This design comes from an exercise in tuning for small area, a short achievable clock period and few clock cycles per item on the open sky130 flow, not from production work. The RTL was checked by simulation tests, not by an equivalence proof against the original design.

## audio_spike_detector
module audio_spike_detector
(
  input  wire logic        clk_i,
  input  wire logic        rst_ni,
  input  wire logic        cfg_we_i,
  input  wire logic [1:0]  cfg_idx_i,
  input  wire logic [15:0] cfg_data_i,
  input  wire logic        s_axis_tvalid,
  output logic             s_axis_tready,
  input  wire logic [23:0] s_axis_tdata,
  output logic             m_axis_tvalid,
  input  wire logic        m_axis_tready,
  output logic [15:0]      m_axis_tdata,
  output logic             m_axis_tuser
);
Size: ~2400 cells after synthesis, about 66 I/O pins.
Settings: LEC_CHECK=0, ABC_AREA=1, CAP_MARGIN=20, CORE_MARGIN=2, CORE_UTILIZATION=40, SETUP_SLACK_MARGIN=2.8, SLEW_MARGIN=20; clock period 6.5 ns.
standard.sh (not shown) runs the stock make flow with config.mk's settings and CLKGATE_MAP_FILE= SYNTH_SCRIPT=/design/flow/synth_recipe.tcl, a recipe that flattens the netlist after the stock synthesis.
==> flow/flow/run.sh <==
#!/bin/bash
# Standard layout, with the adders left to ABC instead of the platform's full/half adder cells,
# and the port buffers made from buf_2 cells.
set -euo pipefail
export BUFFER_PORTS_ARGS="-buffer_cell sky130_fd_sc_hd__buf_2"
bash standard.sh ADDER_MAP_FILE= "BUFFER_PORTS_ARGS=-buffer_cell sky130_fd_sc_hd__buf_2" finish > make_finish.log 2>&1
Testbench counts at the start, summed over its fixed seeds: cycles 12,031, items 8,000.
Next try:
==> flow/flow/run.sh (replaced) <==
#!/bin/bash
# Standard layout, with the adders left to ABC instead of the platform's full/half adder cells,
# the port buffers made from buf_2 cells, and ABC's area script replaced by
# flow/abc_area.script (two dc2 passes, then area mapping under a delay target).
set -euo pipefail
work=$(pwd)
mkdir -p "$work/scripts"
for f in "$FLOW_HOME"/scripts/*; do ln -sf "$f" "$work/scripts/"; done
rm -f "$work/scripts/abc_area.script"
cp "$work/flow/abc_area.script" "$work/scripts/abc_area.script"
export BUFFER_PORTS_ARGS="-buffer_cell sky130_fd_sc_hd__buf_2"
bash standard.sh ADDER_MAP_FILE= SCRIPTS_DIR="$work/scripts" "BUFFER_PORTS_ARGS=-buffer_cell sky130_fd_sc_hd__buf_2" finish > make_finish.log 2>&1
==> flow/flow/abc_area.script (new file) <==
strash
dc2
dc2
dch
map -D 2600
topo
stime -c
buffer -c
upsize -D 2600
dnsize -D 2600
Settings changed: SETUP_SLACK_MARGIN 2.8 to 2.9.
Result:
- wire length decreases by a few percent
- final cell count decreases by about a fifth
- synthesized area decreases by about a fifth
- die area decreases by roughly a tenth
- global-route usage increases by 1.5 points
- setup slack degrades by 0.51 ns
- non-clock buffer count increases by 208

---

The RTL this note starts from:
==> flow/design.v <==
`default_nettype none
package asd_pkg;
  localparam int SampleBits  = 12;
  localparam int ElapsedBits = 8;
  localparam int TimerBits   = 16;
  localparam int SumBits     = 19;
  localparam int CountBits   = 7;
  localparam int FracBits    = 10;
  localparam int CfgIdxBits  = 2;
  localparam int CfgDataBits = 16;
  localparam int InDataBits  = ((SampleBits + ElapsedBits + 7) / 8) * 8;
  localparam int OutDataBits = ((SampleBits + 7) / 8) * 8;
  localparam int ProdBits    = SampleBits + FracBits;
  localparam int ThrBits     = ProdBits - 8 + 1;
  localparam int JobBits     = 1 + 1 + SumBits + CountBits;
  localparam int QDepth      = 2;
  localparam int QPtrBits    = $clog2(QDepth);
  localparam int QCntBits    = $clog2(QDepth + 1);
  localparam int DivSteps    = SumBits;
  localparam int DivCntBits  = $clog2(DivSteps);
  localparam logic [SampleBits-1:0]  AvgReset      = SampleBits'(2048);
  localparam logic [TimerBits-1:0]   HoldoffReset  = TimerBits'(100);
  localparam logic [FracBits-1:0]    FracReset     = FracBits'(77);
  localparam logic [TimerBits-1:0]   LogPerReset   = TimerBits'(50);
  localparam logic [CountBits-1:0]   PerAvgReset   = CountBits'(20);
  typedef enum logic [CfgIdxBits-1:0] {
    CFG_HOLDOFF  = 2'd0,
    CFG_FRACTION = 2'd1,
    CFG_LOG_PER  = 2'd2,
    CFG_PER_AVG  = 2'd3
  } cfg_idx_e;
  typedef struct packed {
    logic                 spike;
    logic                 div;
    logic [SumBits-1:0]   sum;
    logic [CountBits-1:0] divisor;
  } job_t;
  typedef struct packed {
    logic                  upd;
    logic [SampleBits-1:0] level;
  } avg_t;
  typedef struct packed {
    logic push;
    logic pending;
  } front_stat_t;
endpackage
`default_nettype wire
`default_nettype none
module audio_spike_detector
(
  input  wire logic        clk_i,
  input  wire logic        rst_ni,
  input  wire logic        cfg_we_i,
  input  wire logic [1:0]  cfg_idx_i,
  input  wire logic [15:0] cfg_data_i,
  input  wire logic        s_axis_tvalid,
  output logic             s_axis_tready,
  input  wire logic [23:0] s_axis_tdata,
  output logic             m_axis_tvalid,
  input  wire logic        m_axis_tready,
  output logic [15:0]      m_axis_tdata,
  output logic             m_axis_tuser
);
  localparam int R4Steps = 2;                
  localparam int DivBits = 2 * R4Steps;      
  localparam int DivCyc  = 12 / DivBits;     
  localparam int PhBits  = $clog2(DivCyc + 2);
  logic [15:0] hold_q, lper_q;
  logic [9:0]  frac_q;
  logic [6:0]  pavg_q;
  logic        v2_q;       
  logic        dv2_q;      
  logic [11:0] smp2_q;
  logic [7:0]  dt2_q;
  logic [15:0] htmr_q, ptmr_q;
  logic [11:0] peak_q;
  logic [18:0] sum_q;      
  logic [6:0]  cnt_q;      
  logic [11:0] avg_q;
  logic [22:0] prod_q;     
  logic [PhBits-1:0] ph_q;
  logic              mul_q;    
  logic              mreq_q;   
  logic ov0_q, ov1_q;
  logic os0_q, os1_q;
  logic spkd_q;                
  logic pop, push, push_spk, s2_fire, acc_ok, acc, drained;
  logic run_last, div_last, adv;
  assign pop      = ov0_q && m_axis_tready;
  assign drained  = !ov0_q || (!ov1_q && m_axis_tready);
  assign run_last = (ph_q == PhBits'(DivCyc + 1));
  assign div_last = !mul_q && (ph_q == PhBits'(DivCyc));
  assign adv      = (ph_q != '0) && (!div_last || drained);
  assign s2_fire  = v2_q && (dv2_q || (ph_q == '0 && !mreq_q && !ov1_q));
  assign acc_ok   = !mreq_q && (ph_q == '0 || run_last) && (!v2_q || s2_fire);
  assign s_axis_tready = acc_ok;
  assign acc      = s_axis_tvalid && acc_ok;
  logic [11:0] smp;
  logic [7:0]  dt;
  logic [16:0] p_left;
  logic        per_end, div_now, gt;
  logic [15:0] p_add;
  logic [11:0] peak_new;
  logic [18:0] sum_a, sum_b, sum_new;
  logic [6:0]  cnt_inc;
  always_comb begin
    smp      = s_axis_tdata[11:0];
    dt       = s_axis_tdata[19:12];
    p_left   = {1'b0, lper_q} - {1'b0, ptmr_q};
    per_end  = p_left[16] || (p_left[15:8] == 8'd0 && dt >= p_left[7:0]);
    p_add    = ptmr_q + {8'b0, dt};
    gt       = (smp > peak_q);
    peak_new = gt ? smp : peak_q;
    sum_a    = sum_q + {7'b0, peak_q};
    sum_b    = sum_q + {7'b0, smp};
    sum_new  = gt ? sum_b : sum_a;
    cnt_inc  = cnt_q + 7'd1;
    div_now  = per_end && (cnt_inc >= pavg_q);
  end
  logic [16:0] h_left, h_add;
  logic [15:0] h_sat;
  logic        hgt, spike;
  always_comb begin
    h_left = {1'b0, hold_q} - {1'b0, htmr_q};
    hgt    = (hold_q != 16'hFFFF) &&
             (h_left[16] || (h_left[15:8] == 8'd0 && dt2_q > h_left[7:0]));
    h_add  = {1'b0, htmr_q} + {9'b0, dt2_q};
    h_sat  = h_add[16] ? 16'hFFFF : h_add[15:0];
    spike  = hgt && ({3'b0, smp2_q} > prod_q[22:8]);
  end
  logic [6:0]         rem;
  logic [8:0]         t, d1, d2, d3;
  logic [9:0]         e1, e2, e3;
  logic               c1, c2, c3;
  logic [DivBits-1:0] qd;
  logic [18:0]        sum_div;
  always_comb begin
    d1  = {2'b0, cnt_q};
    d2  = {1'b0, cnt_q, 1'b0};
    d3  = d1 + d2;
    rem = sum_q[18:12];
    for (int j = R4Steps - 1; j >= 0; j--) begin
      t  = {rem, sum_q[12 - DivBits + 2*j +: 2]};
      e1 = {1'b0, t} - {1'b0, d1};
      e2 = {1'b0, t} - {1'b0, d2};
      e3 = {1'b0, t} - {1'b0, d3};
      c1 = !e1[9];
      c2 = !e2[9];
      c3 = !e3[9];
      qd[2*j +: 2] = {c2, c3 || (c1 && !c2)};
      rem = c3 ? e3[6:0] : c2 ? e2[6:0] : c1 ? e1[6:0] : t[6:0];
    end
    sum_div = {rem, sum_q[11-DivBits:0], qd};
  end
  logic [DivBits-1:0] hdig;
  logic [10:0]        mult;
  logic [PhBits-1:0]  didx;
  always_comb begin
    mult = 11'd256 + {1'b0, frac_q};
    didx = ph_q - PhBits'(2);
    hdig = '0;
    for (int k = 0; k < DivCyc; k++) begin
      if (didx == PhBits'(k)) hdig = avg_q[12 - DivBits*k - 1 -: DivBits];
    end
    if (!mul_q && !run_last) hdig = sum_q[DivBits-1:0];
  end
  always_ff @(posedge clk_i or negedge rst_ni) begin
    if (!rst_ni) begin
      hold_q <= 16'd100;
      frac_q <= 10'd77;
      lper_q <= 16'd50;
      pavg_q <= 7'd20;
    end else if (cfg_we_i) begin
      case (cfg_idx_i)
        2'd0: hold_q <= cfg_data_i;
        2'd1: frac_q <= cfg_data_i[9:0];
        2'd2: lper_q <= cfg_data_i;
        default: pavg_q <= cfg_data_i[6:0];
      endcase
    end
  end
  assign push     = (s2_fire && !dv2_q) || (adv && div_last);
  assign push_spk = dv2_q ? spkd_q : spike;
  always_ff @(posedge clk_i or negedge rst_ni) begin
    if (!rst_ni) begin
      v2_q    <= 1'b0;
      dv2_q   <= 1'b0;
      htmr_q  <= '0;
      ptmr_q  <= '0;
      peak_q  <= '0;
      sum_q   <= '0;
      cnt_q   <= '0;
      avg_q   <= 12'd2048;
      ph_q    <= '0;
      mul_q   <= 1'b0;
      mreq_q  <= 1'b1;
      ov0_q   <= 1'b0;
      ov1_q   <= 1'b0;
    end else begin
      if (acc) begin
        v2_q  <= 1'b1;
        dv2_q <= div_now;
      end else if (s2_fire) begin
        v2_q  <= 1'b0;
      end
      if (acc) begin
        ptmr_q <= per_end ? '0 : p_add;
        peak_q <= per_end ? '0 : peak_new;
        if (per_end) begin
          sum_q <= sum_new;
          cnt_q <= cnt_inc;
        end
      end else if (adv && div_last) begin
        sum_q <= '0;
        cnt_q <= '0;
        avg_q <= sum_div[11:0];
      end else if (adv && !mul_q && !run_last) begin
        sum_q <= sum_div;
      end
      if (s2_fire) htmr_q <= spike ? '0 : h_sat;
      if (acc && div_now) begin
        ph_q  <= PhBits'(1);
        mul_q <= 1'b0;
      end else if (ph_q == '0 && mreq_q) begin
        ph_q  <= PhBits'(1);
        mul_q <= 1'b1;
      end else if (run_last) begin
        ph_q  <= '0;
      end else if (adv) begin
        ph_q  <= ph_q + PhBits'(1);
      end
      if (cfg_we_i && cfg_idx_i == 2'd1) mreq_q <= 1'b1;
      else if (ph_q == '0)               mreq_q <= 1'b0;
      if (push && !pop) begin
        if (!ov0_q) ov0_q <= 1'b1;
        else        ov1_q <= 1'b1;
      end else if (pop && !push) begin
        ov0_q <= ov1_q;
        ov1_q <= 1'b0;
      end
    end
  end
  always_ff @(posedge clk_i) begin
    if (acc) begin
      smp2_q <= smp;
      dt2_q  <= dt;
    end
    if (s2_fire && dv2_q) spkd_q <= spike;
    if (push && pop) begin
      if (ov1_q) begin
        os0_q <= os1_q;
        os1_q <= push_spk;
      end else begin
        os0_q <= push_spk;
      end
    end else if (push) begin
      if (!ov0_q) os0_q <= push_spk;
      else        os1_q <= push_spk;
    end else if (pop) begin
      os0_q <= os1_q;
    end
    if (ph_q == PhBits'(1)) prod_q <= '0;
    if (adv && ph_q >= PhBits'(2)) prod_q <= (prod_q << DivBits) + 23'(hdig) * 23'(mult);
  end
  assign m_axis_tvalid = ov0_q;
  assign m_axis_tuser  = os0_q;
  assign m_axis_tdata  = {4'b0, avg_q};
endmodule
`default_nettype wire
clock: 6.5 ns
lec_check: 0
abc_area: 1
cap_margin: 20
core_margin: 2
core_utilization: 40
setup_slack_margin: 2.0
slew_margin: 20
==> flow/flow/run.sh <==
#!/bin/bash
# Standard layout, with the adders left to ABC instead of the platform's full/half adder cells.
set -euo pipefail
bash standard.sh ADDER_MAP_FILE= finish > make_finish.log 2>&1
Testbench counts at the start, summed over its fixed seeds: cycles 11,038, items 8,000.
Next try:
Settings changed: SETUP_SLACK_MARGIN 2.0 to unset.
Effect: The new run finished clean. Die area does not change. Worst setup slack is worse by 0.91 ns. Clock-buffer cell count does not change. Register-to-register slack is worse by 0.11 ns. Core utilization went down by 0.33 points.
Next try:
Settings changed: SETUP_SLACK_MARGIN set to 2.5.
What happened:
- first-iteration DRC count goes up by about 8%
- setup slack improved by 1.3 ns
- via count goes up by about 1.4%
Next try:
Settings changed: SETUP_SLACK_MARGIN 2.5 to 3.3.
What happened: Global-route usage rises by 2.1 points. Setup slack improves by 0.19 ns. Design area rises by 27%. Flip-flop and latch count stays the same. Routed wire length rises by 18%. Non-clock buffer count rises by 210. Sequential share of layout area falls by 5.6 points.

## static timing again, ports no longer ideal
Ports are ideal in the flow. The routed layouts listed here were re-timed in OpenROAD.
Step 1, drivers: a clkbuf_16 drives clk_i and a buf_2 each remaining input, both assumed.
Step 2 times the ports against the registers' clock, not the clock port: input delays grow and output delays shrink by t, the midpoint of the rising clock arrivals with the driver on.
a / b / c = ideal ports / drivers / drivers and shift; a / b = the first two.
| run | t (ns) | setup slack, ns | pins driven straight from the clock port |
|---|---|---|---|
| the first run of note 1 | 0.498 | 2.984 / 3.016 / 2.517 | 1 |
| the second run of note 1 | 0.497 | 2.475 / 2.475 / 2.082 | 1 |
| the first run of note 2 | 0.514 | 2.349 / 2.369 / 1.855 | 1 |
| the second run of note 2 | 0.513 | 1.444 / 1.469 / 0.956 | 1 |
| the third run of note 2 | 0.513 | 2.721 / 2.744 / 2.231 | 1 |
| the fourth run of note 2 | 0.520 | 2.915 / 2.915 / 2.439 | 1 |
After both steps setup and hold are still met in every run listed. The setup slack of the first run of note 2, which loses most, moves by +0.020 ns with the drivers and by -0.494 ns with both steps.
